This is an optimization exercise on Yosys and OpenROAD, whose aim is small area and a short achievable clock period, not a production implementation. No functional check of the RTL was part of any run shown here.

==> flow/design.v (outline; a module is shown in full before it is edited, if it fits) <==
// module ex_top: 2458 lines
// module ex_fa: 4 lines
// module ex_ha: 4 lines
module ex_top (
    input  logic               clk,
    input  logic               reset,
    input  logic               in_valid,
    input  logic [4:0]         operator,
    input  logic [31:0]        operand1,
    input  logic [31:0]        operand2,
    input  logic [4:0]         dest_addr,
    input  logic               dest_write,
    output logic               out_valid,
    output logic [4:0]         write_addr,
    output logic               write_enable,
    output logic [31:0]        write_data
);
  // ...
==> flow/run.sh <==
#!/bin/bash
# synth_recipe.tcl (not shown) runs the flow's synth.tcl, then flattens the netlist and writes it again
# the make line also repeats each setting of config.mk as NAME=value (left out here)
make -C /OpenROAD-flow-scripts/flow DESIGN_CONFIG=/design/flow/config.mk WORK_HOME=/design/flow/orfs CLKGATE_MAP_FILE= SYNTH_SCRIPT=/design/flow/synth_recipe.tcl finish
==> flow/config.mk <==
export PLATFORM = sky130hd
export DESIGN_NAME = ex_top
export DESIGN_NICKNAME = ex_top
export VERILOG_FILES = /design/flow/design.v
export SDC_FILE = /design/flow/constraint.sdc
export NUM_CORES = 4
export LEC_CHECK = 0
export ABC_AREA = 1
export CAP_MARGIN = 20
export CORE_MARGIN = 2
export CORE_UTILIZATION = 40
export SLEW_MARGIN = 20
export SYNTH_HIERARCHICAL = 1
==> flow/constraint.sdc <==
create_clock -name core_clock -period 14.0 [get_ports {clk}]
set_input_delay 2.8000 -clock core_clock [delete_from_list [all_inputs] [get_ports {clk}]]
set_output_delay 2.8000 -clock core_clock [all_outputs]
set_load 0.01 [all_outputs]
==> impl_metrics.tcl, run 1 <==
set metrics [dict create \
    viasPerCell 6.27 \
    r2r-start "lo[1]" \
    rsz0062_at_grt "no" \
    drt-pass1-iter-count 7 \
    status "timing/DRC/antenna clean" \
    endpoint "write_data[31]" \
    yosys.area.top_type_share_pct 32.1 \
    ant_nets 0 \
    rrSetupSlack_ns 12.57 \
    utilization_pct 43.8 \
    synthMuxAreaShare_pct 0 \
    stdcell_count 4792 \
    fin_nets 4538 \
    required_ns 14.24 \
    synth.most_common_cell "xor2_1" \
    stdcell_area_um2 34700 \
    crit_family "adder cells" \
    layout_common_cells "xor2_1 (612), o22ai_1 (540), fa_1 (516)" \
    syn-num-nets 4604 \
    placed_cell_area_um2 34400 \
    fin_tns_setup_ns 0 \
    drt-met1-wl_um 53100 \
    ys_seq_elements 103 \
    tightest_slew_ns 1.22 \
    top_usage_layer "met2" \
    period_needed_ns 12.62 \
    first_global_vias 29900 \
    vias 30000 \
    die_y_um 288 \
    synthAdderAreaFrac_pct 40.2 \
    synth_area_leaders "fa_1 (32%), xor2_1 (17%), o22ai_1 (11%)" \
    period_share_pct 90.2 \
    clockBufferDepth 2 \
    start_kind "input pin" \
    dominant_cells "multi-input combinational cells" \
    finalHoldViolCount 0 \
    crit_top_cell "fa_1" \
]
==> inputs of run 2 (changes only) <==
--- a/flow/config.mk
+++ b/flow/config.mk
@@ -9,5 +9,6 @@
 export CAP_MARGIN = 20
 export CORE_MARGIN = 2
 export CORE_UTILIZATION = 40
+export SETUP_SLACK_MARGIN = 2.0
 export SLEW_MARGIN = 20
 export SYNTH_HIERARCHICAL = 1
==> impl_metrics.tcl, run 2 <==
set metrics [dict create \
    wl_per_cell_um 28.8 \
    dieArea_um2 82700 \
    rrSetupSlack_ns 12.56 \
    drtIter0Drc 3806 \
    ys.flop_type "dfxtp_1" \
    max_stage_delay_ns 0.86 \
    crit_top_cell "fa_1" \
    yosys.area.top_type_share_pct 32.1 \
    worstSetupPathType "in -> reg" \
    worst_setup_path_end_kind "register" \
    syn_inst 3802 \
    grt.overflow.total 0 \
    rows 103 \
    fin_tns_setup_ns 0 \
    start_kind "input pin" \
    required_ns 14.24 \
    layout_common_cells "xor2_1 (611), o22ai_1 (540), fa_1 (516)" \
    netlist_area_um2 32200 \
    status "timing/DRC/antenna clean" \
    reg2reg_depth 5 \
    rsz0062_at_grt "no" \
    die_y_um 288 \
    ys_seq_elements 103 \
    regArea_um2 2060 \
    hpwlAfterDp_um 99600 \
    die_x_um 288 \
    routed_wl_um 139000 \
    timing.rr.end "write_data[1]" \
    placed_cell_area_um2 34400 \
    grtUsageTotal_pct 33.1 \
    holdBufCountCts 0 \
    drive_above_1_share_pct 7.14 \
    syn_area_per_cell_um2 8.46 \
    synth_area_leaders "fa_1 (32%), xor2_1 (17%), o22ai_1 (11%)" \
    period_needed_ns 11.68 \
    root_buffer "clkbuf_16" \
    yosysWarnings 7 \
    tightest_slew_ns 1.22 \
    insertion_delay_ns 0.37 \
    worstHoldStart "lo[4]" \
    r2r-start "lo[1]" \
    synthTopCellsByCount "xor2_1 (612), o22ai_1 (540), fa_1 (516)" \
    synth.most_common_cell "xor2_1" \
    core-area_um2 79300 \
    htree_levels 3 \
    mostFrequentLayoutCell "xor2_1" \
    vias 30100 \
    place_congestion 1.05 \
    ant_nets 0 \
    finalHoldViolCount 0 \
    grt_pass1_wl_um 202000 \
    syn_to_final_growth_pct 9.20 \
    multi_input_area_um2 27700 \
    cts.sinks 103 \
    tritoncts "yes" \
    fin_nets 4552 \
    first_global_vias 29900 \
    period_share_pct 83.4 \
    hold_class "reg -> reg" \
    antenna_cells 0 \
    syn-num-nets 4604 \
    fillCellCount 7877 \
    synthDistinctLibCells 55 \
    drt-pass1-iter-count 8 \
    cts_buffers 9 \
    ys_async_sr_fraction_pct 0 \
    drc 0 \
    relSlewSlack_pct 18.4 \
    io_pins 117 \
    ys_seq_area_share_pct 6.41 \
    hold_depth 2 \
    grt_start_max_net_pins 78 \
    start_util_pct 40.6 \
    synth_edf_count 0 \
    port_buffers 116 \
    setup_viol 0 \
    hold_end "write_data[4]" \
    clockBufferDepth 2 \
    top_regs "hi (32), lo (32), write_data (32)" \
    crit_arrival_ns 11.92 \
    crit_path_max_fanout 15 \
    max-cap-violations 0 \
    synth_area_leader_cell "fa_1" \
    stdcell_area_um2 35100 \
    crit_slowest_cell "o21ai_0" \
    timing.fmax_mhz 85.6 \
    fin_skew_ns 0.0108 \
    viasPerCell 6.27 \
    clkTransAtPathRegs_ns 0.08 \
    antenna_found_initial 3 \
    timing.final.max_slew_violations 0 \
]
## run 2: cell counts after synthesis
Identical to the previous run, type by type.
## run 2: worst max path at each step
stage,from,endpoint,slack [ns],cells past startpoint
detailed placement,operator[1],write_data[31],1.25,36
finish,operator[2],write_data[31],2.32,35
global route,operator[2],write_data[31],1.93,41
CTS,operator[1],write_data[31],2.06,38
global placement,operator[1],write_data[31],1.30,38
floorplan,operator[4],write_data[31],3.71,36
## run 2: timing repair
action,CTS,global route
gates resized for setup,9,55
setup buffers,0,14
pin swaps,0,6
setup endpoints to repair,10,38
## run 2: logic make-up after synthesis
kind of cell	Yosys count	synth area share, %
buffers and inverters	700	8.63
AO/OA/AOI/OAI	928	18.4
AND/OR/NAND/NOR	704	8.82
adder cells (fa/ha/maj)	724	40.2
flip-flops	103	6.41
XOR/XNOR	643	17.6
## run 2: worst max-delay path, delay by kind of cell
family,cells,cell delay (ns)
compound gates,11,2.72
xor+xnor,1,0.33
fa+ha+maj,8,3.63
buf+inv,5,1.02
simple gates,10,1.40
## run 2: area by class of cell
class                           count  area share [%]
Clock buffer                       10           0.652
Clock inverter                      6           0.142
Inverter                          379            4.09
Multi-Input combinational cell   2999            78.8
Sequential cell                   103            5.87
Tap cell                         1050            3.74
Timing Repair Buffer              258            6.72
## run 2: metrics by stage
stage                     cells  utilization, %  hold WS [ns]  setup slack, ns
final                      4805            44.3         0.497             2.32
after global routing       4805            44.3         0.512             1.93
after CTS                  4791            43.8         0.490             2.06
after detailed placement   4775            43.4         0.472             1.25
after global placement     4775            43.4         0.461             1.30
after floorplan            3802               -         0.443             3.71
## run 2: per-module statistics from Yosys (local to each module, per instance)
module,cells,flops+latches,times used
ex_ha,1,0,41
ex_top,3292,103,1
ex_fa,1,0,469
## run 2: per-layer routing
metal	global-route usage (%)	share of wire (%)	vias up
met5	0	0.011	-
met4	17.7	6.2	2
met3	9.32	13	468
met2	49.1	43	2171
met1	43.5	38	14800
li1	-	-	12700

[what the ideal ports hide]
The results above use ideal ports. As a check the final layouts listed here were re-extracted and re-timed, cells and wires unchanged.
Step 1: set_driving_cell puts a clkbuf_16 on clk and a buf_2 on each other input, an assumption about the parent block.
Step 2 times the ports against the registers' clock, not the clock port: input delays grow and output delays shrink by t, the midpoint of the rising clock arrivals with the driver on.
Slacks: ideal ports / drivers / drivers and shift; pairs: ideal ports / drivers.
run	t (ns)	slack for setup (ns)	slew at the worst register clock pin (ns)
run 1	0.409	1.379 / 1.393 / 0.984	0.09 / 0.09
run 2	0.408	2.318 / 2.332 / 1.924	0.09 / 0.09
After both steps setup and hold are still met in every run listed. For run 1, which loses most, drivers alone change the setup slack by +0.014 ns; drivers and shift together by -0.395 ns.
